Source: an optimization exercise on an open RTL-to-GDS flow (aim: small area, a short achievable clock period and few clock cycles per item). Production flows keep margins and buffers that such runs may drop.
Where RTL was checked, it was by simulation tests only, not by an equivalence proof against the original.
Function not checked in run 1: the RTL went through the layout flow alone.
Power figures rest on the tool's default switching activity, not on a simulated workload.

## flow/design.v (module list and top-level ports; edited modules follow where they fit)
// module conv_pair_top: 1022 lines
// module conv_fa: 10 lines
// module conv_sign_word: 29 lines
// module conv_nand2: 3 lines
// module conv_nor2: 3 lines
// module conv_xor2: 3 lines
// module conv_xnor2: 3 lines
// module conv_inv: 3 lines
// module conv_aoi21: 3 lines
// module conv_oai21: 3 lines
// module conv_mux2: 3 lines
// module conv_mux2i: 3 lines
module conv_pair_top (
    input  logic                 clk_i,
    input  logic                 reset_i,
    input  logic                 win_valid_i,
    input  logic [127:0]         win_i,            
    output logic                 credit_o,
    input  logic                 credit_i,
    output logic                 result_valid_o,
    output logic [31:0]          result_o          
);
  // ...
==> flow/flow/run.sh <==
#!/bin/bash
set -euo pipefail
bash standard.sh SETUP_SLACK_MARGIN=5.3 BUFFER_PORTS_ARGS="-buffer_cell sky130_fd_sc_hd__buf_1" finish > make.log 2>&1
==> flow/standard.sh <==
#!/bin/bash
# synth_recipe.tcl (not shown) runs the flow's synth.tcl, then flattens the netlist and writes it again
# the make line also repeats each setting of config.mk as NAME=value (left out here)
make -C /OpenROAD-flow-scripts/flow DESIGN_CONFIG=/design/flow/config.mk WORK_HOME=/design/flow/orfs CLKGATE_MAP_FILE= SYNTH_SCRIPT=/design/flow/synth_recipe.tcl "${@:-finish}"
==> flow/config.mk <==
export PLATFORM = sky130hd
export DESIGN_NAME = conv_pair_top
export DESIGN_NICKNAME = conv_pair_top
export VERILOG_FILES = /design/flow/design.v
export SDC_FILE = /design/flow/constraint.sdc
export NUM_CORES = 4
export LEC_CHECK = 0
export CAP_MARGIN = 20
export CORE_MARGIN = 2
export CORE_UTILIZATION = 60
export CTS_BUF_LIST = sky130_fd_sc_hd__clkbuf_4 sky130_fd_sc_hd__clkbuf_8
export SETUP_SLACK_MARGIN = 5.0
export SLEW_MARGIN = 20
export SYNTH_HIERARCHICAL = 1
export SYNTH_MINIMUM_KEEP_SIZE = 0
==> flow/constraint.sdc <==
create_clock -name core_clock -period 10.0 [get_ports {clk_i}]
set_input_delay 2.0000 -clock core_clock [delete_from_list [all_inputs] [get_ports {clk_i}]]
set_output_delay 2.0000 -clock core_clock [all_outputs]
set_load 0.01 [all_outputs]
==> flow_summary.toml, run 1 <==
[setup_path]
cp_slowest_cell = "fa_1"
cp.arrival_ps = 4750
critPathTopFamily = "adder cells"
crit_top_cell = "fa_1"
cpPeakStageDelay_ps = 580
cp.required_ps = 10110
r2r_cells = 6

[layout]
regMostFlops = "entry"
layout.nonclk_buf_share_pct = 7.994
fin_area_um2 = 8499
clkCellAreaFrac_pct = 2.959
final_cell_mix = "buf_1 (129), fa_1 (112), inv_1 (79), edfxtp_1 (68), xor2_1 (58)"
ff_latch_area_um2 = 2163
nets = 1070

[synth]
synthAdderAreaFrac_pct = 33.64
muxShareOfSynthArea_pct = 5.912
ys_types = 37
ys_warn_count = 8
synth.area.top_cells = "fa_1 (31%), edfxtp_1 (28%), xor2_1 (6.9%)"
synth-seq-cells = 74
synth.top_cell.area_share_pct = 31.44

[clocking]
worstSkewPairLatency_ps = 360
postCtsHoldBufs = 0
post_cts_resized = 14

[floorplan]
row_count = 40
well_tap_count = 147
core_area_um2 = 12010

[sta]
worst-slew-pin-transition_ps = 939.8
setup-tns-final_ps = 0
hold_violations = 0
fin_skew_ps = 12.83

[pwr]
powerDensity_nw_per_um2 = 283.0
ir_worst_vdd_uv = 117.1
p_clk_share_pct = 12.2
power-top-group = "combinational logic"
p_comb_mw = 1.50
seq_cell_power_uw = 610

[worst_hold_path]
min_from = "entry_valid[1]$_SDFF_PP0_"

[global_route]
gr-total-overflow = 0
grtUsageMet2_pct = 41.88
antenna_found_initial = 0
grt_use_met3_pct = 3.321

[outcome]
status = "timing/DRC/antenna clean"

[drt]
drt-pass1-iter-count = 4

[flow_run]
cap_violations = 0
==> inputs of run 2 (changes only) <==
--- a/flow/design.v
+++ b/flow/design.v
@@ -61,17 +61,16 @@
     output logic [31:0]          result_o          
 );
     logic [1:0][16:0] row_raw;     
     logic [15:0] pa0;
     logic [15:0] pb0;
     logic [15:0] pc0;
     logic [15:0] pd0;
     logic [4:0] v0;
-    logic [3:0] u0;
     logic s0_1;
     logic k0_2;
     logic s0_3;
     logic k0_4;
     logic s0_5;
     logic k0_6;
     logic s0_7;
     logic k0_8;
@@ -271,17 +270,16 @@
     logic n0_195;
     logic n0_196;
     logic neg0, nz0;
     logic [15:0] pa1;
     logic [15:0] pb1;
     logic [15:0] pc1;
     logic [15:0] pd1;
     logic [4:0] v1;
-    logic [3:0] u1;
     logic s1_197;
     logic k1_198;
     logic s1_199;
     logic k1_200;
     logic s1_201;
     logic k1_202;
     logic s1_203;
     logic k1_204;
@@ -481,17 +479,16 @@
     logic n1_391;
     logic n1_392;
     logic neg1, nz1;
     assign pa0 = win_i[0 +: 16];   
     assign pb0 = win_i[16 +: 16];   
     assign pc0 = win_i[48 +: 16];   
     assign pd0 = win_i[64 +: 16];   
     conv_sign_word i_v0 (.a15(pa0[15]), .b15(pb0[15]), .c15(pc0[15]), .d15(pd0[15]), .v(v0));
-    assign u0 = 4'd1 - {3'd0, pa0[15]} + 4'd3 * {3'd0, pb0[15]} + 4'd3 * {3'd0, pc0[15]} + 4'd2 * {3'd0, pd0[15]};
     assign s0_1 = ~(pb0[0] ^ pc0[0]);
     assign k0_2 = pb0[0] | pc0[0];
     assign s0_3 = ~(pb0[1] ^ pb0[0]);
     assign k0_4 = pb0[1] | pb0[0];
     conv_fa i_s0_5 (.a(pc0[1]), .b(pc0[0]), .c(pd0[0]), .s(s0_5), .co(k0_6));
     conv_fa i_s0_7 (.a(~pa0[1]), .b(k0_2), .c(s0_3), .s(s0_7), .co(k0_8));
     conv_fa i_s0_9 (.a(pb0[2]), .b(pb0[1]), .c(pc0[2]), .s(s0_9), .co(k0_10));
     conv_fa i_s0_11 (.a(pc0[1]), .b(pd0[1]), .c(~pa0[2]), .s(s0_11), .co(k0_12));
@@ -752,17 +749,16 @@
     assign nz1_0 = ~&hp0;
     conv_mux2i i_nz0 (.a0(nz0_0), .a1(nz1_0), .s(n0_189), .y(nz0));   
     assign row_raw[0] = {neg0, nz0, lo0};
     assign pa1 = win_i[32 +: 16];   
     assign pb1 = win_i[48 +: 16];   
     assign pc1 = win_i[80 +: 16];   
     assign pd1 = win_i[96 +: 16];   
     conv_sign_word i_v1 (.a15(pa1[15]), .b15(pb1[15]), .c15(pc1[15]), .d15(pd1[15]), .v(v1));
-    assign u1 = 4'd1 - {3'd0, pa1[15]} + 4'd3 * {3'd0, pb1[15]} + 4'd3 * {3'd0, pc1[15]} + 4'd2 * {3'd0, pd1[15]};
     assign s1_197 = ~(pb1[0] ^ pc1[0]);
     assign k1_198 = pb1[0] | pc1[0];
     assign s1_199 = ~(pb1[1] ^ pb1[0]);
     assign k1_200 = pb1[1] | pb1[0];
     conv_fa i_s1_201 (.a(pc1[1]), .b(pc1[0]), .c(pd1[0]), .s(s1_201), .co(k1_202));
     conv_fa i_s1_203 (.a(~pa1[1]), .b(k1_198), .c(s1_199), .s(s1_203), .co(k1_204));
     conv_fa i_s1_205 (.a(pb1[2]), .b(pb1[1]), .c(pc1[2]), .s(s1_205), .co(k1_206));
     conv_fa i_s1_207 (.a(pc1[1]), .b(pd1[1]), .c(~pa1[2]), .s(s1_207), .co(k1_208));
--- a/flow/config.mk
+++ b/flow/config.mk
@@ -4,12 +4,13 @@
 export VERILOG_FILES = /design/flow/design.v
 export SDC_FILE = /design/flow/constraint.sdc
 export NUM_CORES = 4
 export LEC_CHECK = 0
 export CAP_MARGIN = 20
 export CORE_MARGIN = 2
 export CORE_UTILIZATION = 60
 export CTS_BUF_LIST = sky130_fd_sc_hd__clkbuf_4 sky130_fd_sc_hd__clkbuf_8
+export PLACE_DENSITY = 0.7
 export SETUP_SLACK_MARGIN = 5.0
 export SLEW_MARGIN = 20
 export SYNTH_HIERARCHICAL = 1
 export SYNTH_MINIMUM_KEEP_SIZE = 0
==> run 2 against run 1 <==
  * Count of clock-buffer cells in the layout shrank 2
  * Global-route usage about the same
  * Critical path type unchanged
  * Setup slack better by 39 ps
  * Combinational power about the same
  * Clock skew down 2.0 ps
  * Clock power is 7.1% lower
  * Sequential power barely moved
  * Critical endpoint is now entry[10]$_DFFE_PP_
  * Synthesized area is the same
==> flow_summary.toml, run 2 <==
[clocking]
worstSkewPairLatency_ps = 350
cts.path.max_buffers = 2
numCtsBuffers = 9
clkTransAtPathRegs_ps = 80
cts-root-buf = "clkbuf_8"
cts_tree = "done"
cts.sinks = 74
cts_max_level = 3

[sta]
worst-slew-pin-transition_ps = 891.3
post-route-min-period_ps = 4609
slew_headroom_pct = 40.58
hold_violations = 0
fin_skew_ps = 10.82
fin_crit_sh_pct = 46.09
fmax_ghz = 0.2170
rsz0062_at_grt = "true"
setup-tns-final_ps = 0
setup_viol = 0
slew_violations = 0

[pwr]
powerDensity_nw_per_um2 = 279.8
report.power.total_mw = 2.368
p_leak_nw = 3.334
ir_worst_vdd_uv = 115.8

[global_route]
grt_max_degree = 41
grt_pass1_vias = 5311
grt_pass1_wl_um = 24100
antenna_found_initial = 1
grt_util_all_layers_pct = 23.71
gr-total-overflow = 0

[synth]
async_flop_share_pct = 0
ys_types = 37
synth.largest_area_cell = "fa_1"
ys_warn_count = 8
synth.top_cell.area_share_pct = 31.44
synth-seq-cells = 74
avgSynthCellArea_um2 = 11.28
synth_most_common_cell = "fa_1"
syn-cell-area_um2 = 7386
synth.area.top_cells = "fa_1 (31%), edfxtp_1 (28%), xor2_1 (6.9%)"
ys.flop_type = "edfxtp_1"
synth_seq_area_share_pct = 29.27
synth-edff-count = 68
syn_inst = 655
synthTopCellsByCount = "fa_1 (116), inv_1 (81), edfxtp_1 (68)"

[layout]
nets = 1066
regMostFlops = "entry"
final_cell_mix = "buf_1 (130), fa_1 (113), inv_1 (79), edfxtp_1 (68), xor2_1 (58)"
multi_input_area_um2 = 4932
antenna_cells = 0
post-route-util_pct = 70.47
reg_top3 = "entry x68, entry_valid x2, out_credits x2"
fill_cells = 919
layout-drive-gt1-share_pct = 13.35
final_common_cell = "buf_1"
stdcell_count = 956
ff_latch_area_um2 = 2163
area_growth_pct = 14.60
largest_reg_flops = 68

[floorplan]
row_count = 40
die_w_um = 115.0
core_area_um2 = 12010
ios = 166
die_h_um = 115.0
start_util_pct = 61.49
die-area_um2 = 13210

[worst_hold_path]
hold_depth = 2
worstHoldPathType = "reg2reg"

[setup_path]
cp.arrival_ps = 4710
r2r_cells = 6
cp.required_ps = 10100
startpoint_type = "input port"
critical_path.max_fanout = 4
end_kind = "register"
worstSetupPathType = "in2reg"

[drt]
ant_nets = 0
drtIter0Drc = 193
wirelength_um = 14750
vias = 5071
drc = 0
avgViaCountPerCell = 5.304
wl_per_cell_um = 15.43
drt-pass1-iter-count = 7

[flow_run]
cap_violations = 0

[place]
hpwlAfterDp_um = 12090
place_congestion = 0.8788
numPortBuffers = 147
place_inst = 935

[outcome]
status = "timing/DRC/antenna clean"
[run 2: cell counts after synthesis]
No cell type changed its count.
[run 2: cell type report]
cell class / instances / share of cell area, %
multi-input combinational: 485 / 58.27
sequential: 74 / 25.56
timing repair buffer: 154 / 7.627
inverter: 81 / 3.592
tap: 147 / 2.173
clock buffer: 10 / 1.552
clock inverter: 5 / 1.227
[run 2: cell families after synthesis]
| logic type | count (synthesis) | share of synthesized area, % |
|---|---|---|
| AO/OA/AOI/OAI | 104 | 8.657 |
| XOR/XNOR | 79 | 9.368 |
| adder cells (fa/ha/maj) | 129 | 33.64 |
| buffers and inverters | 97 | 5.980 |
| flip-flops | 74 | 29.27 |
| multiplexers | 40 | 5.912 |
| other | 1 | 0.05077 |
| AND/OR/NAND/NOR | 131 | 7.115 |
[run 2: power by group]
part / internal (mW) / switching, mW
Combinational: 0.603 / 0.883
Sequential: 0.578 / 0.0309
Clock: 0.167 / 0.107
Total: 1.35 / 1.02
[run 2: worst paths after layout]
kind / startpoint / slack, ps / endpoint
worst max-delay path: win_i[51] / 5390 / entry[10]$_DFFE_PP_
worst min-delay path: entry_valid[1]$_SDFF_PP0_ / 510 / entry_valid[1]$_SDFF_PP0_
worst max register to register: rd_ptr$_SDFFE_PP0P_ / 8010 / out_credits[1]$_SDFFE_PP1P_
worst min register to register: entry_valid[1]$_SDFF_PP0_ / 510 / entry_valid[1]$_SDFF_PP0_
[run 2: what timing repair did]
| item | CTS | global route |
|---|---|---|
| resized for setup | 12 | 36 |
| hold endpoints to repair | 0 | 0 |
| pin swaps | 2 | 13 |
| setup buffers | 2 | 3 |
| hold buffers | 0 | 0 |
| setup endpoints to repair | 20 | 34 |
| cloned | 0 | 0 |
[run 2: worst max-delay path: stages]
cell	delay, ps
buf_2	160
fa_1	480
fa_1	540
fa_1	510
nand2_1	190
o21ai_4	100
a21oi_2	200
o21ai_4	100
buf_4	170
a21oi_2	150
xnor2_1	110
[run 2: layer usage]
metal | share of wire (%) | global-route usage [%] | wire length [um] | vias up
met5 | 0.088 | 0 | 13 | -
met1 | 40 | 29.53 | 5854 | 2474
met4 | 2.2 | 7.550 | 328 | 2
met3 | 5.4 | 4.692 | 791 | 25
li1 | - | - | - | 2426
met2 | 53 | 41.92 | 7761 | 144
[run 2: stage by stage]
stage | instance area (um^2) | hold slack (ps) | setup WS, ps
4_1_cts | 8305 | 513.5 | 5308
3_5_place_dp | 8040 | 501.7 | 4732
5_1_grt | 8464 | 555.8 | 5268
6_report | 8464 | 508.2 | 5391
2_1_floorplan | 7425 | 473.0 | 5306
3_3_place_gp | 8040 | 488.0 | 4793
[run 2: modules after synthesis, one instance, submodules excluded, a selection]
| module | cell area [um^2] | cells inside | flip-flops and latches |
|---|---|---|---|
| conv_nand2 | 3.754 | 1 | 0 |
| conv_xnor2 | 8.758 | 1 | 0 |
| conv_pair_top | 3339 | 251 | 74 |
| conv_mux2i | 10.01 | 1 | 0 |
| conv_oai21 | 5.005 | 1 | 0 |
| conv_sign_word | 160.2 | 22 | 0 |
Testbench counts of run 2, summed over its fixed seeds: cycles 968, items 960.
==> inputs of run 3 (changes only) <==
--- a/flow/config.mk
+++ b/flow/config.mk
@@ -8,7 +8,7 @@
 export CAP_MARGIN = 20
 export CORE_MARGIN = 2
-export CORE_UTILIZATION = 60
+export CORE_UTILIZATION = 45
 export CTS_BUF_LIST = sky130_fd_sc_hd__clkbuf_4 sky130_fd_sc_hd__clkbuf_8
-export PLACE_DENSITY = 0.7
+export PLACE_DENSITY = 0.85
 export SETUP_SLACK_MARGIN = 5.0
 export SLEW_MARGIN = 20
==> run 3 against run 2 <==
  * Hold slack got worse by 7.6 ps
  * Final cell count increased by 7.3%
  * Clock skew decreased by 4.2 ps
  * Sequential share of layout area decreased by 0.21 points
  * Critical path type unchanged
  * Largest cell class unchanged
  * Count of clock-buffer cells in the layout increased by 1
  * Design area increased by 0.84%
  * Power decreased by 1.1%
  * Non-clock buffer count unchanged
  * Sequential cell count unchanged
  * Maximum frequency decreased by 0.57%
==> flow_summary.toml, run 3 <==
[sta]
post-route-min-period_ps = 4635
hold_violations = 0
rsz0062_at_grt = "false"
slew_violations = 0
setup_viol = 0
fmax_ghz = 0.2157
worst-slew-pin-transition_ps = 1002
fin_skew_ps = 6.633
fin_crit_sh_pct = 46.35
setup-tns-final_ps = 0
slew_headroom_pct = 31.88

[clocking]
cts.path.max_buffers = 2
clkTransAtPathRegs_ps = 80
cts_tree = "done"
cts-root-buf = "clkbuf_8"
cts.sinks = 74
worstSkewPairLatency_ps = 350
cts_max_level = 3
numCtsBuffers = 9

[global_route]
grt_pass1_wl_um = 25010
grt_max_degree = 41
grt_pass1_vias = 5278
gr-total-overflow = 0
grt_util_all_layers_pct = 18.16
antenna_found_initial = 0

[worst_hold_path]
min_from = "entry_valid[1]$_SDFF_PP0_"
hold_depth = 2
whs_endpoint = "entry_valid[1]$_SDFF_PP0_"
worstHoldPathType = "reg2reg"

[setup_path]
regToRegEndpoint = "out_credits[1]$_SDFFE_PP1P_"
cp.arrival_ps = 4730
worstSetupPathType = "in2reg"
end_kind = "register"
cp.required_ps = 10090
startpoint_type = "input port"
r2r_cells = 6
ff2ff_setup_slack_ps = 7980
critical_path.max_fanout = 4
r2r-start = "rd_ptr$_SDFFE_PP0P_"

[layout]
final_common_cell = "buf_1"
largest_reg_flops = 68
nets = 1066
reg_top3 = "entry x68, entry_valid x2, out_credits x2"
final_cell_mix = "buf_1 (127), fa_1 (111), inv_1 (79), edfxtp_1 (68), xor2_1 (58)"
antenna_cells = 0
layout-drive-gt1-share_pct = 14.20
regMostFlops = "entry"
area_growth_pct = 15.57

[drt]
drc = 0
ant_nets = 0
wirelength_um = 15350
avgViaCountPerCell = 4.994
vias = 5124
drtIter0Drc = 298
drt-pass1-iter-count = 4
wl_per_cell_um = 14.96

[synth]
synth.area.top_cells = "fa_1 (31%), edfxtp_1 (28%), xor2_1 (6.9%)"
ys_types = 37
synth-seq-cells = 74
synth_seq_area_share_pct = 29.27
syn_inst = 655
ys_warn_count = 8
synthTopCellsByCount = "fa_1 (116), inv_1 (81), edfxtp_1 (68)"
async_flop_share_pct = 0
synth.largest_area_cell = "fa_1"
synth.top_cell.area_share_pct = 31.44
avgSynthCellArea_um2 = 11.28
synth_most_common_cell = "fa_1"
syn-cell-area_um2 = 7386
synth-edff-count = 68
ys.flop_type = "edfxtp_1"

[pwr]
powerDensity_nw_per_um2 = 274.4
p_leak_nw = 3.335
report.power.total_mw = 2.343
ir_worst_vdd_uv = 110.4

[floorplan]
start_util_pct = 46.33
row_count = 46
die_w_um = 132.1
die_h_um = 132.1
die-area_um2 = 17450
core_area_um2 = 15940
ios = 166

[place]
numPortBuffers = 147
hpwlAfterDp_um = 12590
place_congestion = 0.8535

[flow_run]
cap_violations = 0

[outcome]
status = "timing/DRC/antenna clean"
run 3: cell counts after synthesis:
Identical to the previous run, type by type.
run 3: worst max-delay path: stages:
cell      delay (ps)
clkbuf_2         140
fa_1             460
fa_1             580
fa_1             460
nor2_1           230
o21ai_2          120
a21oi_2          180
o21ai_4          100
buf_4            170
a21oi_2          170
xnor2_2          100
run 3: what timing repair did:
item,CTS,global route
setup buffers,2,3
endpoints found under the setup margin,20,22
pin swaps,2,23
gates cloned,0,0
resized for setup,14,41
hold buffers,0,0
run 3: how the worst max path moves through the flow:
| stage | start | end | slack, ps | cells past startpoint |
|---|---|---|---|---|
| final | win_i[20] | entry[44]$_DFFE_PP_ | 5360 | 11 |
| after global routing | win_i[57] | entry[15]$_DFFE_PP_ | 5240 | 11 |
| after CTS | win_i[23] | entry[15]$_DFFE_PP_ | 5310 | 11 |
| after detailed placement | win_i[53] | entry[15]$_DFFE_PP_ | 4660 | 11 |
| after global placement | win_i[53] | entry[33]$_DFFE_PP_ | 4730 | 11 |
| after floorplan | win_i[22] | entry[15]$_DFFE_PP_ | 5310 | 10 |
run 3: through the flow:
| stage | std cells | instance area, um^2 | worst slack, ps | hold slack, ps | utilization [%] |
|---|---|---|---|---|---|
| final | 1026 | 8536 | 5365 | 500.6 | 53.54 |
| after global routing | 1026 | 8536 | 5242 | 542.3 | 53.54 |
| after CTS | 1022 | 8367 | 5308 | 502.7 | 52.48 |
| after detailed placement | 1004 | 8127 | 4662 | 491.8 | 50.97 |
| after global placement | 1004 | 8127 | 4728 | 488.5 | 50.97 |
| after floorplan | 656 | 7425 | 5306 | 473.0 | - |
run 3: logic make-up (layout without fill, tap and decap cells):
logic type	Yosys count	in the layout	share of synthesized area [%]
multiplexers	40	40	5.912
adder cells (fa/ha/maj)	129	129	33.64
other	1	2	0.05077
AND/OR/NAND/NOR	131	131	7.115
buffers and inverters	97	251	5.980
flip-flops	74	74	29.27
XOR/XNOR	79	79	9.368
AO/OA/AOI/OAI	104	104	8.657
run 3: power by group:
part / switching (mW) / total, mW / leakage, nW / internal, mW
registers: 0.0287 / 0.606 / 0.689 / 0.577
logic: 0.887 / 1.50 / 2.54 / 0.611
clock network: 0.110 / 0.238 / 0.109 / 0.128
total: 1.03 / 2.34 / 3.33 / 1.32
run 3: cell type report:
type | instances | area, um^2
clock inverter | 5 | 51.30
clock buffer | 11 | 151.4
inverter | 81 | 306.5
multi-input combinational | 485 | 4943
timing repair buffer | 154 | 649.4
fill | 1359 | 7407
sequential | 74 | 2163
tap | 216 | 270.3
run 3: per-layer routing:
metal / up-vias / part of all wire [%] / global-route usage, %
met5: - / 0 / 0
met1: 2461 / 41 / 22.60
met2: 193 / 50 / 31.25
met4: 0 / 2.8 / 6.944
li1: 2441 / - / -
met3: 29 / 6.3 / 3.691
run 3: modules after synthesis, one instance, submodules excluded:
module          area (um^2)  times used  flip-flops and latches
conv_aoi21            8.758          22                       0
conv_inv              3.754          22                       0
conv_xnor2            8.758          14                       0
conv_pair_top          3339           1                      74
conv_nor2             3.754          56                       0
conv_mux2i            10.01           4                       0
conv_nand2            3.754          44                       0
conv_fa               20.02         116                       0
conv_oai21            5.005          34                       0
conv_xor2             8.758          48                       0
conv_sign_word        160.2           2                       0
==> inputs of run 4 (changes only) <==
--- a/flow/config.mk
+++ b/flow/config.mk
@@ -8,5 +8,5 @@
 export CAP_MARGIN = 20
 export CORE_MARGIN = 2
-export CORE_UTILIZATION = 45
+export CORE_UTILIZATION = 50
 export CTS_BUF_LIST = sky130_fd_sc_hd__clkbuf_4 sky130_fd_sc_hd__clkbuf_8
 export PLACE_DENSITY = 0.85
==> run 4 against run 3 <==
  * First-iteration DRC count up 7.7%
  * Final cell count fell by 2.7%
  * Clock skew rose by 1.9 ps
  * Die area fell by 9.7%
==> flow_summary.toml, run 4 <==
[outcome]
status = "timing/DRC/antenna clean"

[sta]
post-route-min-period_ps = 4605
slew_violations = 0
timing.hold.ws_ps = 500.6
fin_skew_ps = 8.490
fmax_ghz = 0.2172
setup-tns-final_ps = 0
hold_violations = 0
fin_crit_sh_pct = 46.05
worst-slew-pin-transition_ps = 996.6
rsz0062_at_grt = "false"
setup_viol = 0
slew_headroom_pct = 32.24

[setup_path]
worstSetupPathType = "in2reg"
crit_top_cell = "fa_1"
r2r-start = "rd_ptr$_SDFFE_PP0P_"
startpoint_type = "input port"
path_cells = "buf_1, fa_1, fa_1, fa_1, nor2_2, o21ai_1, a21oi_2, inv_1, a21oi_2, o21ai_4, mux2i_2"
end_kind = "register"
cp_slowest_cell = "fa_1"
critical_path.max_fanout = 3
crit_start = "win_i[24]"
cp.arrival_ps = 4700
cp.required_ps = 10090
cpPeakStageDelay_ps = 570

[clocking]
cts-root-buf = "clkbuf_8"
cts_max_level = 3
worstSkewPairLatency_ps = 350
cts.sinks = 74
numCtsBuffers = 9
cts_tree = "done"
cts.path.max_buffers = 2
clkTransAtPathRegs_ps = 80
postCtsHoldBufs = 0

[global_route]
antenna_found_initial = 1
grt_pass1_vias = 5096
grt_util_all_layers_pct = 19.15
grt_max_degree = 40
grt_pass1_wl_um = 23980
gr-total-overflow = 0

[synth]
muxShareOfSynthArea_pct = 5.912
synthSimpleGateAreaFrac_pct = 7.115
synth_seq_area_share_pct = 29.27
synth.largest_area_cell = "fa_1"
avgSynthCellArea_um2 = 11.28
ys_warn_count = 8
synth_most_common_cell = "fa_1"
synthTopCellsByCount = "fa_1 (116), inv_1 (81), edfxtp_1 (68)"
synth.area.top_cells = "fa_1 (31%), edfxtp_1 (28%), xor2_1 (6.9%)"
synth.top_cell.area_share_pct = 31.44
syn-cell-area_um2 = 7386
synth_xor_area_share_pct = 9.368
syn_inst = 655
synth_compound_area_share_pct = 8.657
synth_top_family_by_area = "adder cells"
synth-edff-count = 68
async_flop_share_pct = 0
synth-seq-cells = 74
ys_types = 37
ys.flop_type = "edfxtp_1"
synthAdderAreaFrac_pct = 33.64

[floorplan]
die-area_um2 = 15760
die_h_um = 125.5
ios = 166
die_w_um = 125.5
core_area_um2 = 14480
row_count = 44
start_util_pct = 51.01

[drt]
wirelength_um = 14710
ant_nets = 0
avgViaCountPerCell = 5.109
drc = 0
drt-pass1-iter-count = 4
vias = 5099
wl_per_cell_um = 14.74
drtIter0Drc = 321

[place]
place_congestion = 0.8581
place_inst = 972
hpwlAfterDp_um = 11930
numPortBuffers = 147

[layout]
final_common_cell = "buf_1"
reg_top3 = "entry x68, entry_valid x2, out_credits x2"
post-route-util_pct = 59.07
antenna_cells = 0
multi_input_area_um2 = 4949
fill_cells = 1173
nets = 1070
stdcell_count = 998
final_cell_mix = "buf_1 (128), fa_1 (114), inv_1 (79), edfxtp_1 (68), xor2_1 (58)"
largest_reg_flops = 68
regMostFlops = "entry"
area_growth_pct = 15.81
layout-drive-gt1-share_pct = 14.37
ff_latch_area_um2 = 2163

[pwr]
internal_power_mw = 1.346
ir_worst_vdd_uv = 113.8
p_leak_nw = 3.352
powerDensity_nw_per_um2 = 279.4
p_sw_share_pct = 43.67
report.power.total_mw = 2.390
combPwrFrac_pct = 64.0
seq_power_share_pct = 25.3
p_clk_share_pct = 10.7
p_switching_mw = 1.044

[flow_run]
cap_violations = 0

[worst_hold_path]
worstHoldPathType = "reg2reg"
min_from = "entry_valid[1]$_SDFF_PP0_"
run 4: cell types whose count changed in the layout (fill, tap and decap cells not counted), sizes merged:
| cell | delta |
|---|---|
| buf | +3 |
| clkinvlp | +1 |
| clkinv | -1 |
| bufinv | +1 |
run 4: Yosys stat by module, one instance, submodules excluded, a selection:
| module | cells inside | flops+latches |
|---|---|---|
| conv_pair_top | 251 | 74 |
| conv_sign_word | 22 | 0 |
| conv_fa | 1 | 0 |
| conv_xor2 | 1 | 0 |
| conv_xnor2 | 1 | 0 |
| conv_aoi21 | 1 | 0 |
| conv_nor2 | 1 | 0 |
| conv_nand2 | 1 | 0 |
run 4: cells by family (layout without fill, tap and decap cells):
logic type / after synthesis / in the layout
buffers and inverters: 97 / 255
adder cells (fa/ha/maj): 129 / 129
AO/OA/AOI/OAI: 104 / 104
flip-flops: 74 / 74
other: 1 / 2
multiplexers: 40 / 40
XOR/XNOR: 79 / 79
AND/OR/NAND/NOR: 131 / 131
run 4: path summary, 6_finish.rpt:
| kind | to | slack, ps | depth (start not counted) |
|---|---|---|---|
| max | entry[50]$_DFFE_PP_ | 5400 | 11 |
| min | entry_valid[1]$_SDFF_PP0_ | 500 | 2 |
| max reg2reg | out_credits[1]$_SDFFE_PP1P_ | 7970 | 6 |
| min reg2reg | entry_valid[1]$_SDFF_PP0_ | 500 | 2 |
run 4: power groups by stage:
stage	logic, mW	registers, mW	clock network, mW
after floorplan	1.10	0.606	0
after global placement	1.35	0.608	0
after detailed placement	1.39	0.613	0
after CTS	1.42	0.607	0.259
after global routing	1.70	0.617	0.273
final	1.53	0.606	0.255
run 4: area by class of cell:
type | instances | area share (%)
multi-input combinational | 485 | 57.86
sequential | 74 | 25.29
timing repair buffer | 158 | 7.987
inverter | 81 | 3.584
tap | 184 | 2.692
clock buffer | 10 | 1.536
clock inverter | 6 | 1.053
run 4: per-layer routing:
layer	wire length, um	vias to the layer above	global-route usage [%]
met2	7399	153	32.24
met5	12	-	0
met4	382	2	6.732
met3	764	29	2.696
li1	-	2438	-
met1	6147	2477	25.58
run 4: per-stage QoR:
step	setup slack, ps	cell area (um^2)
finish	5395	8553
global route	5279	8553
CTS	5302	8344
detailed placement	4660	8087
global placement	4706	8087
floorplan	5306	7425
run 4: critical path, delay by kind of cell:
kind / cells / cell delay [ps]
compound gates: 4 / 610
fa+ha+maj: 3 / 1530
buf+inv: 2 / 220
mux: 1 / 170
simple gates: 1 / 180
run 4: timing repair:
item / in CTS / in global routing
gates resized for setup: 13 / 47
setup endpoints to repair: 20 / 22
buffers inserted: 2 / 7
pin swaps: 3 / 25
endpoints found under the hold margin: 0 / 0
==> inputs of run 5 (changes only) <==
--- a/flow/config.mk
+++ b/flow/config.mk
@@ -10,5 +10,5 @@
 export CORE_UTILIZATION = 50
 export CTS_BUF_LIST = sky130_fd_sc_hd__clkbuf_4 sky130_fd_sc_hd__clkbuf_8
-export PLACE_DENSITY = 0.85
+export PLACE_DENSITY = 0.75
 export SETUP_SLACK_MARGIN = 5.0
 export SLEW_MARGIN = 20
==> run 5 against run 4 <==
  * Still clean on timing, DRC and antenna
  * Die area unchanged
  * Global-route usage up 0.12 points
  * Design area down 1.4%
  * Maximum frequency up 0.68%
  * Largest power group unchanged
==> flow_summary.toml, run 5 <==
[clocking]
cts-root-buf = "clkbuf_8"
worstSkewPairLatency_ps = 350
cts_tree = "done"
cts_max_level = 3
postCtsHoldBufs = 0
clkTransAtPathRegs_ps = 70
numCtsBuffers = 9
cts.path.max_buffers = 2
cts.sinks = 74

[outcome]
status = "timing/DRC/antenna clean"

[layout]
final_common_cell = "buf_1"
final_cell_mix = "buf_1 (128), fa_1 (116), inv_1 (79), edfxtp_1 (68), xor2_1 (58)"
area_growth_pct = 14.16
layout-drive-gt1-share_pct = 13.09
reg_top3 = "entry x68, entry_valid x2, out_credits x2"
nets = 1066
post-route-util_pct = 58.24
stdcell_count = 994
largest_reg_flops = 68
fin_area_um2 = 8432
antenna_cells = 0
regMostFlops = "entry"

[setup_path]
path_buf_inv = 2
cpPeakStageDelay_ps = 540
worstSetupPathType = "in2reg"
critPathTopFamily = "adder cells"
critical_path.max_fanout = 4
cp.arrival_ps = 4660
cp_slowest_cell = "fa_1"
cp.required_ps = 10090
crit_top_cell = "fa_1"
path_cells = "buf_2, fa_1, fa_1, fa_1, nor2_2, o21ai_2, a21oi_2, inv_1, a21oi_2, o21ai_4, mux2i_2"
end_kind = "register"
startpoint_type = "input port"

[synth]
synth.largest_area_cell = "fa_1"
synthTopCellsByCount = "fa_1 (116), inv_1 (81), edfxtp_1 (68)"
synth-edff-count = 68
avgSynthCellArea_um2 = 11.28
ys.flop_type = "edfxtp_1"
ys_warn_count = 8
ys_types = 37
syn_inst = 655
synth.area.top_cells = "fa_1 (31%), edfxtp_1 (28%), xor2_1 (6.9%)"
synth-seq-cells = 74
syn-cell-area_um2 = 7386
synth_seq_area_share_pct = 29.27
synth_most_common_cell = "fa_1"
async_flop_share_pct = 0
synth.top_cell.area_share_pct = 31.44

[sta]
fmax_ghz = 0.2186
post-route-min-period_ps = 4574
rsz0062_at_grt = "true"
slew_violations = 0
slew_headroom_pct = 29.27
fin_crit_sh_pct = 45.74
setup-tns-final_ps = 0
timing.hold.ws_ps = 501.2
setup_viol = 0
hold_violations = 0
fin_skew_ps = 6.831
worst-slew-pin-transition_ps = 1059

[global_route]
grt_util_all_layers_pct = 19.27
antenna_found_initial = 0
grt_max_degree = 36
gr-total-overflow = 0
grt_pass1_wl_um = 24090
grt_pass1_vias = 5144

[drt]
wl_per_cell_um = 14.49
drtIter0Drc = 227
wl_met2_um = 7157
wl_met3_um = 753
drc = 0
ant_nets = 0
avgViaCountPerCell = 4.993
wirelength_um = 14400
drt-pass1-iter-count = 4
vias = 4963
met1_length_um = 6329
routed.top_layer = "met4"

[floorplan]
start_util_pct = 51.01
core_area_um2 = 14480
die_h_um = 125.5
ios = 166
die_w_um = 125.5
die-area_um2 = 15760
row_count = 44

[place]
place_inst = 973
placed_area_um2 = 8093
numPortBuffers = 147
place_congestion = 0.8751
hpwlAfterDp_um = 12030

[worst_hold_path]
worstHoldPathType = "reg2reg"

[flow_run]
cap_violations = 0

[pwr]
p_leak_nw = 3.310
ir_worst_vdd_uv = 107.8
powerDensity_nw_per_um2 = 270.9
[run 5: changes by cell type in the layout (fill, tap and decap cells not counted), moves of 2 or more]
cell	before	now
buf_2	9	12
buf_4	9	7
buf_6	2	0
fa_1	114	116
fa_2	2	0
mux2i_2	4	2
nand2_1	48	50
nand2_2	4	2
nor2_2	14	17
nor2_4	3	0
[run 5: through the flow]
| stage | power [mW] | worst slack [ps] |
|---|---|---|
| after floorplan | 1.707 | 5306 |
| after global placement | 1.946 | 4804 |
| after detailed placement | 1.990 | 4738 |
| after CTS | 2.246 | 5312 |
| after global routing | 2.490 | 5294 |
| final | 2.284 | 5426 |
[run 5: repair_timing]
| action | 4_1_cts | 5_1_grt |
|---|---|---|
| setup buffers | 2 | 3 |
| cloned | 0 | 0 |
| pin swaps | 2 | 12 |
| gates resized for setup | 13 | 32 |
| endpoints found under the setup margin | 20 | 38 |
[run 5: tightest hold or removal path, cell delays in order, from the launching register on]
cell and delay (ps):
dfxtp_1 310, nor2_1 90, a211oi_1 50
[run 5: layer usage]
metal  vias up  track usage, %
li1       2423               -
met1      2389           26.07
met2       143           33.16
met3         8           2.739
met4         0           4.510
met5         -               0
[run 5: per-module statistics from Yosys (local to each module, per instance), a selection]
| module | cells inside | area [um^2] | flip-flops and latches |
|---|---|---|---|
| conv_pair_top | 251 | 3339 | 74 |
| conv_fa | 1 | 20.02 | 0 |
| conv_mux2i | 1 | 10.01 | 0 |
| conv_xnor2 | 1 | 8.758 | 0 |
| conv_xor2 | 1 | 8.758 | 0 |
| conv_nand2 | 1 | 3.754 | 0 |
| conv_inv | 1 | 3.754 | 0 |
[run 5: cells by family after synthesis]
group,Yosys count,synth area share [%]
multiplexers,40,5.912
other,1,0.05077
buffers and inverters,97,5.980
adder cells (fa/ha/maj),129,33.64
flip-flops,74,29.27
AND/OR/NAND/NOR,131,7.115
AO/OA/AOI/OAI,104,8.657
XOR/XNOR,79,9.368
[run 5: power breakdown]
part / switching, mW / internal, mW / total (mW)
logic: 0.846 / 0.595 / 1.44
registers: 0.0354 / 0.577 / 0.613
clock network: 0.110 / 0.120 / 0.230
total: 0.991 / 1.29 / 2.28
[run 5: final timing paths]
check                                 start                     endpoint  slack, ps  depth (start not counted)
setup / recovery                  win_i[55]          entry[50]$_DFFE_PP_       5430                         11
hold / removal    entry_valid[1]$_SDFF_PP0_    entry_valid[1]$_SDFF_PP0_        500                          2
setup reg to reg        rd_ptr$_SDFFE_PP0P_  out_credits[1]$_SDFFE_PP1P_       8170                          5
hold reg to reg   entry_valid[1]$_SDFF_PP0_    entry_valid[1]$_SDFF_PP0_        500                          2
[run 5: cell type report]
cell class,count,area (um^2)
clock inverter,5,55.05
timing repair buffer,154,628.1
fill,1261,6047
inverter,81,304.0
multi-input combinational,485,4912
tap,184,230.2
clock buffer,11,138.9
sequential,74,2163
==> inputs of run 6 (changes only) <==
==> flow/flow/run.sh (replaced) <==
#!/bin/bash
set -euo pipefail
bash standard.sh SETUP_SLACK_MARGIN=5.4 BUFFER_PORTS_ARGS="-buffer_cell sky130_fd_sc_hd__buf_1" finish > make.log 2>&1
==> run 6 against run 5 <==
  * Sequential share of layout area fell by 0.85 points
  * Largest cell class unchanged
  * Count of clock-buffer cells in the layout fell by 2
  * Combinational power rose by 9%
  * Power rose by 5.7%
==> flow_summary.toml, run 6 <==
[outcome]
status = "timing/DRC/antenna clean"

[synth]
synth_seq_area_share_pct = 29.27
avgSynthCellArea_um2 = 11.28
ys_types = 37
synth.largest_area_cell = "fa_1"
syn-cell-area_um2 = 7386
synth_most_common_cell = "fa_1"
synth.area.top_cells = "fa_1 (31%), edfxtp_1 (28%), xor2_1 (6.9%)"
synthTopCellsByCount = "fa_1 (116), inv_1 (81), edfxtp_1 (68)"
ys_warn_count = 8
async_flop_share_pct = 0
synth-edff-count = 68
syn_inst = 655
ys.flop_type = "edfxtp_1"
synth.top_cell.area_share_pct = 31.44
synth-seq-cells = 74

[global_route]
grt_util_all_layers_pct = 20.37
antenna_found_initial = 0
gr-total-overflow = 0
grt_max_degree = 36
grt_pass1_vias = 5439
grt_pass1_wl_um = 25500

[sta]
rsz0062_at_grt = "true"
hold_violations = 0
fin_crit_sh_pct = 45.39
fin_skew_ps = 10.32
worst-slew-pin-transition_ps = 596.4
slew_violations = 0
fmax_ghz = 0.2203
setup_viol = 0
post-route-min-period_ps = 4539
worst_slack_ps = 5461
setup-tns-final_ps = 0
slew_headroom_pct = 60.24

[setup_path]
path_buf_inv = 2
cp.arrival_ps = 4720
cp.required_ps = 10180
path_cells = "buf_12, fa_1, fa_1, fa_2, nor2_4, nor2_4, nand2_2, o21ai_4, inv_4, o21ai_4, mux2i_1"
critical_path.max_fanout = 4
cpPeakStageDelay_ps = 610
cp_slowest_cell = "fa_2"
end_kind = "register"
worstSetupPathType = "in2reg"
startpoint_type = "input port"
critPathTopFamily = "adder cells"

[flow_run]
cap_violations = 0

[pwr]
seq_power_share_pct = 25.4
combPwrFrac_pct = 65.1
p_clk_share_pct = 9.5
p_switching_mw = 1.062
ir_worst_vdd_uv = 106.5
p_leak_nw = 3.421
powerDensity_nw_per_um2 = 276.8
p_sw_share_pct = 43.98
internal_power_mw = 1.353

[place]
hpwlAfterDp_um = 12280
place_congestion = 0.8608
numPortBuffers = 147
preCtsSetupSlack_ps = 4760

[drt]
wl_met2_um = 7927
drc = 0
wl_per_cell_um = 15.19
drtIter0Drc = 230
drt-pass1-iter-count = 5
met1_length_um = 6131
ant_nets = 0
wl_met3_um = 990
routed.top_layer = "met4"
wirelength_um = 15250
vias = 5065
avgViaCountPerCell = 5.045

[floorplan]
die-area_um2 = 15760
start_util_pct = 51.01
core_area_um2 = 14480
row_count = 44
ios = 166
die_w_um = 125.5
die_h_um = 125.5

[layout]
antenna_cells = 0
fill_cells = 1217
regMostFlops = "entry"
area_growth_pct = 18.09
largest_reg_flops = 68
nets = 1076
final_common_cell = "buf_1"
final_cell_mix = "buf_1 (120), fa_1 (104), inv_1 (78), edfxtp_1 (68), xor2_1 (58)"
reg_top3 = "entry x68, entry_valid x2, out_credits x2"
layout-drive-gt1-share_pct = 17.93

[clocking]
numCtsBuffers = 9
cts.path.max_buffers = 2
clkTransAtPathRegs_ps = 70
postCtsHoldBufs = 0
cts-root-buf = "clkbuf_8"
cts_tree = "done"
worstSkewPairLatency_ps = 350
cts_max_level = 3
cts.sinks = 74

[worst_hold_path]
worstHoldPathType = "reg2reg"
run 6: cell counts after synthesis:
No cell type changed its count.
run 6: through the flow:
stage / utilization [%] / power (mW) / cells / hold slack (ps) / instance area, um^2
floorplan: - / 1.710 / 656 / 473.0 / 7425
global placement: 55.89 / 1.948 / 973 / 489.0 / 8093
detailed placement: 55.89 / 2.000 / 973 / 505.5 / 8093
CTS: 57.54 / 2.259 / 991 / 515.9 / 8330
global route: 60.24 / 2.626 / 1004 / 554.2 / 8722
finish: 60.24 / 2.415 / 1004 / 514.8 / 8722
run 6: cell type report:
cell class,instances,area (um^2),area share (%)
Sequential cell,74,2163,24.80
Clock inverter,7,70.07,0.8033
Tap cell,184,230.2,2.640
Clock buffer,9,123.9,1.420
Inverter,81,309.0,3.543
Timing Repair Buffer,164,788.3,9.037
Multi-Input combinational cell,485,5037,57.75
run 6: layer usage:
| metal | track usage (%) | vias to the layer above |
|---|---|---|
| met3 | 4.407 | 13 |
| met5 | 0 | - |
| met2 | 36.18 | 169 |
| met4 | 4.248 | 0 |
| li1 | - | 2453 |
| met1 | 25.77 | 2430 |
run 6: worst paths after layout:
| path | depth (start not counted) | slack [ps] | startpoint | end |
|---|---|---|---|---|
| min | 2 | 510 | entry_valid[1]$_SDFF_PP0_ | entry_valid[1]$_SDFF_PP0_ |
| max | 11 | 5460 | win_i[52] | entry[66]$_DFFE_PP_ |
| max reg2reg | 5 | 8160 | rd_ptr$_SDFFE_PP0P_ | out_credits[1]$_SDFFE_PP1P_ |
| min reg2reg | 2 | 510 | entry_valid[1]$_SDFF_PP0_ | entry_valid[1]$_SDFF_PP0_ |
run 6: per-module statistics from Yosys, one instance, submodules excluded, a selection:
module	cell area (um^2)	times used	cells inside	flip-flops and latches
conv_xnor2	8.758	14	1	0
conv_nor2	3.754	56	1	0
conv_oai21	5.005	34	1	0
conv_mux2i	10.01	4	1	0
conv_fa	20.02	116	1	0
conv_aoi21	8.758	22	1	0
conv_xor2	8.758	48	1	0
run 6: cells by family (layout without fill, tap and decap cells):
group	Yosys count	in the layout	share of synthesized area, %
compound gates	104	104	8.657
xor+xnor	79	79	9.368
fa+ha+maj	129	129	33.64
buf+inv	97	261	5.980
flops	74	74	29.27
mux	40	40	5.912
other cells	1	2	0.05077
simple gates	131	131	7.115
run 6: power groups by stage:
| stage | logic, mW | clock network [mW] | registers [mW] |
|---|---|---|---|
| 3_5_place_dp | 1.38 | 0 | 0.622 |
| 3_3_place_gp | 1.33 | 0 | 0.615 |
| 6_report | 1.57 | 0.229 | 0.614 |
| 2_1_floorplan | 1.10 | 0 | 0.606 |
| 4_1_cts | 1.41 | 0.236 | 0.615 |
| 5_1_grt | 1.75 | 0.251 | 0.626 |
run 6: worst register-to-register path: stages, from the launching register on:
cell,delay [ps]
dfxtp_2,720
a21oi_1,220
o21ai_0,140
ha_1,290
or3_1,350
nand3_1,80
run 6: repair_timing:
item,4_1_cts,5_1_grt
cloned,0,0
resized for setup,17,97
endpoints found under the setup margin,32,48
pin swaps,2,47
buffers inserted,2,12
==> inputs of run 7 (changes only) <==
==> flow/flow/run.sh (replaced) <==
#!/bin/bash
set -euo pipefail
bash standard.sh SETUP_SLACK_MARGIN=5.2 BUFFER_PORTS_ARGS="-buffer_cell sky130_fd_sc_hd__buf_1" finish > make.log 2>&1
==> run 7 against run 6 <==
  * Synthesized cell count stayed put
  * Largest power group unchanged
  * Non-clock buffer count decreased by 8
  * Critical path depth unchanged
  * Register-to-register slack lost 310 ps
  * Critical endpoint is now entry[33]$_DFFE_PP_
  * Largest cell class unchanged
==> flow_summary.toml, run 7 <==
[drt]
drc = 0
avgViaCountPerCell = 5.072
drtIter0Drc = 278
drt-pass1-iter-count = 4
wirelength_um = 14730
wl_per_cell_um = 14.79
vias = 5052
ant_nets = 0

[synth]
synth-edff-count = 68
syn_inst = 655
ys_warn_count = 8
async_flop_share_pct = 0
synth.largest_area_cell = "fa_1"
synthTopCellsByCount = "fa_1 (116), inv_1 (81), edfxtp_1 (68)"
synth.top_cell.area_share_pct = 31.44
ys_types = 37
synth.area.top_cells = "fa_1 (31%), edfxtp_1 (28%), xor2_1 (6.9%)"
synth_most_common_cell = "fa_1"
synth_seq_area_share_pct = 29.27
avgSynthCellArea_um2 = 11.28
synth-seq-cells = 74
ys.flop_type = "edfxtp_1"
syn-cell-area_um2 = 7386

[sta]
setup_viol = 0
fin_crit_sh_pct = 46.81
worst-slew-pin-transition_ps = 861.5
slew_violations = 0
hold_violations = 0
rsz0062_at_grt = "true"
setup-tns-final_ps = 0
fmax_ghz = 0.2136
fin_skew_ps = 13.47
slew_headroom_pct = 41.43
timing.hold.ws_ps = 504.0
post-route-min-period_ps = 4681

[floorplan]
core_area_um2 = 14480
die_w_um = 125.5
die_h_um = 125.5
die-area_um2 = 15760
row_count = 44
start_util_pct = 51.01
ios = 166

[place]
numPortBuffers = 147
placed_area_um2 = 8065
place_congestion = 0.8649
hpwlAfterDp_um = 12000

[clocking]
cts_max_level = 3
cts.sinks = 74
postCtsHoldBufs = 0
cts.path.max_buffers = 2
cts_tree = "done"
cts-root-buf = "clkbuf_8"
worstSkewPairLatency_ps = 370
clkTransAtPathRegs_ps = 70
numCtsBuffers = 9

[setup_path]
cp.required_ps = 10190
r2r-start = "rd_ptr$_SDFFE_PP0P_"
regToRegEndpoint = "out_credits[1]$_SDFFE_PP1P_"
startpoint_type = "input port"
r2r_cells = 6
cp.arrival_ps = 4870
worstSetupPathType = "in2reg"
ff2ff_setup_slack_ps = 7850
end_kind = "register"
critical_path.max_fanout = 4

[pwr]
internal_power_mw = 1.317
powerDensity_nw_per_um2 = 272.7
combPwrFrac_pct = 62.1
p_switching_uw = 982.7
ir_worst_vdd_uv = 102.0
p_leak_nw = 3.315
seq_power_share_pct = 26.5
p_clk_share_pct = 11.4
p_sw_share_pct = 42.74

[layout]
fill_cells = 1236
nets = 1068
ff_latch_area_um2 = 2163
multi_input_area_um2 = 4858
final_cell_mix = "buf_1 (133), fa_1 (115), inv_1 (79), edfxtp_1 (68), nor2_1 (62)"
area_growth_pct = 14.16
final_common_cell = "buf_1"
fin_area_um2 = 8432
antenna_cells = 0
reg_top3 = "entry x68, entry_valid x2, out_credits x2"
largest_reg_flops = 68
layout-drive-gt1-share_pct = 11.08
regMostFlops = "entry"

[global_route]
grt_max_degree = 36
grt_pass1_wl_um = 24590
gr-total-overflow = 0
antenna_found_initial = 1
grt_pass1_vias = 5298
grt_util_all_layers_pct = 19.86

[outcome]
status = "timing/DRC/antenna clean"

[worst_hold_path]
hold_depth = 2
worstHoldPathType = "reg2reg"
whs_endpoint = "entry_valid[1]$_SDFF_PP0_"
min_from = "entry_valid[1]$_SDFF_PP0_"

[flow_run]
cap_violations = 0
run 7: cell count changes in the layout (fill, tap and decap cells not counted), sizes merged:
cell | before | now
bufinv | 1 | 2
clkinv | 5 | 1
clkinvlp | 1 | 2
clkbuf | 23 | 18
buf | 150 | 149
run 7: layout make-up:
| type | instances | area share, % |
|---|---|---|
| clock buffer | 11 | 1.647 |
| clock inverter | 5 | 0.9497 |
| inverter | 81 | 3.606 |
| multi-input combinational | 485 | 57.62 |
| sequential | 74 | 25.66 |
| tap | 184 | 2.730 |
| timing repair buffer | 156 | 7.790 |
run 7: power by group through the flow:
stage	combinational (mW)	clock, mW	sequential, mW
floorplan	1.08	0	0.606
global placement	1.31	0	0.613
detailed placement	1.34	0	0.617
CTS	1.37	0.268	0.610
global route	1.60	0.281	0.620
finish	1.43	0.262	0.609
run 7: logic make-up after synthesis:
kind of cell / after synthesis / synth area share (%)
xor gates and xnor gates: 79 / 9.368
DFF: 74 / 29.27
buffers and inverters: 97 / 5.980
AOI/OAI and AO/OA: 104 / 8.657
and+or+nand+nor: 131 / 7.115
other: 1 / 0.05077
muxes: 40 / 5.912
adders and majority gates: 129 / 33.64
run 7: how the worst max path moves through the flow:
| stage | start | endpoint | slack (ps) | cells after the start |
|---|---|---|---|---|
| final | win_i[53] | entry[33]$_DFFE_PP_ | 5320 | 11 |
| after global routing | win_i[53] | entry[66]$_DFFE_PP_ | 5180 | 11 |
| after CTS | win_i[52] | entry[67]$_DFFE_PP_ | 5220 | 11 |
| after detailed placement | win_i[51] | entry[67]$_DFFE_PP_ | 4580 | 11 |
| after global placement | win_i[51] | entry[32]$_DFFE_PP_ | 4590 | 11 |
| after floorplan | win_i[20] | entry[15]$_DFFE_PP_ | 5200 | 10 |
run 7: repair_timing:
item | 4_1_cts | 5_1_grt
gates resized for setup | 12 | 18
endpoints found under the setup margin | 20 | 22
cloned | 0 | 0
buffers inserted | 0 | 6
pin swaps | 0 | 6
run 7: worst max-delay path, stage by stage:
cell and delay (ps):
buf_2 150, fa_1 560, fa_1 450, fa_1 580, nor2_1 90, nor2_2 160
nand2_1 110, o21ai_4 230, inv_2 100, o21ai_2 190, mux2i_1 240
run 7: routing by layer:
layer	global-route usage [%]	share of wire [%]
met2	33.35	48
met5	0	0.054
met1	25.86	43
met4	7.320	2.7
met3	3.723	5.7
run 7: metrics by stage:
| step | power, mW | setup slack [ps] | cells | util (%) |
|---|---|---|---|---|
| floorplan | 1.687 | 5204 | 656 | - |
| global placement | 1.925 | 4591 | 973 | 55.70 |
| detailed placement | 1.961 | 4582 | 973 | 55.70 |
| CTS | 2.252 | 5216 | 989 | 57.45 |
| global route | 2.504 | 5175 | 996 | 58.24 |
| finish | 2.299 | 5319 | 996 | 58.24 |
run 7: Yosys stat by module, one instance, submodules excluded, a selection:
module	flops+latches	cells inside	times used	cell area, um^2
conv_nor2	0	1	56	3.754
conv_sign_word	0	22	2	160.2
conv_nand2	0	1	44	3.754
conv_xor2	0	1	48	8.758
conv_inv	0	1	22	3.754
conv_mux2i	0	1	4	10.01

[port drivers added, routing unchanged]
The flow's constraints put no driver on any port. The routed layouts listed below were extracted and timed again, unchanged, in two steps.
Step 1 (the two cells are an assumption about what drives the block):
set clk [get_ports {clk_i}]
set_driving_cell -lib_cell sky130_fd_sc_hd__clkbuf_16 $clk
set_driving_cell -lib_cell sky130_fd_sc_hd__buf_2 [delete_from_list [all_inputs] $clk]
Step 2 also shifts input and output timing later by t, the mid clock arrival at the registers, as if the neighbouring blocks saw the same clock.
a / b / c = no drivers / after step 1 / after step 2; a / b = the first two.
run | shift t [ns] | setup slack, ns | slew at the worst register clock pin (ns) | pins driven straight from the clock port
run 1 | 0.391 | 5.352 / 5.355 / 4.964 | 0.09 / 0.09 | 1
run 2 | 0.381 | 5.391 / 5.403 / 5.022 | 0.08 / 0.08 | 1
run 3 | 0.381 | 5.365 / 5.379 / 4.998 | 0.08 / 0.08 | 1
run 4 | 0.382 | 5.395 / 5.405 / 5.023 | 0.08 / 0.08 | 1
run 5 | 0.376 | 5.426 / 5.433 / 5.057 | 0.08 / 0.08 | 1
run 6 | 0.384 | 5.461 / 5.437 / 5.053 | 0.08 / 0.08 | 1
run 7 | 0.391 | 5.319 / 5.315 / 4.924 | 0.09 / 0.09 | 1
After both steps every run listed still meets setup and hold. The setup slack of run 6, which loses most, moves by -0.024 ns with the drivers and by -0.408 ns with both steps.
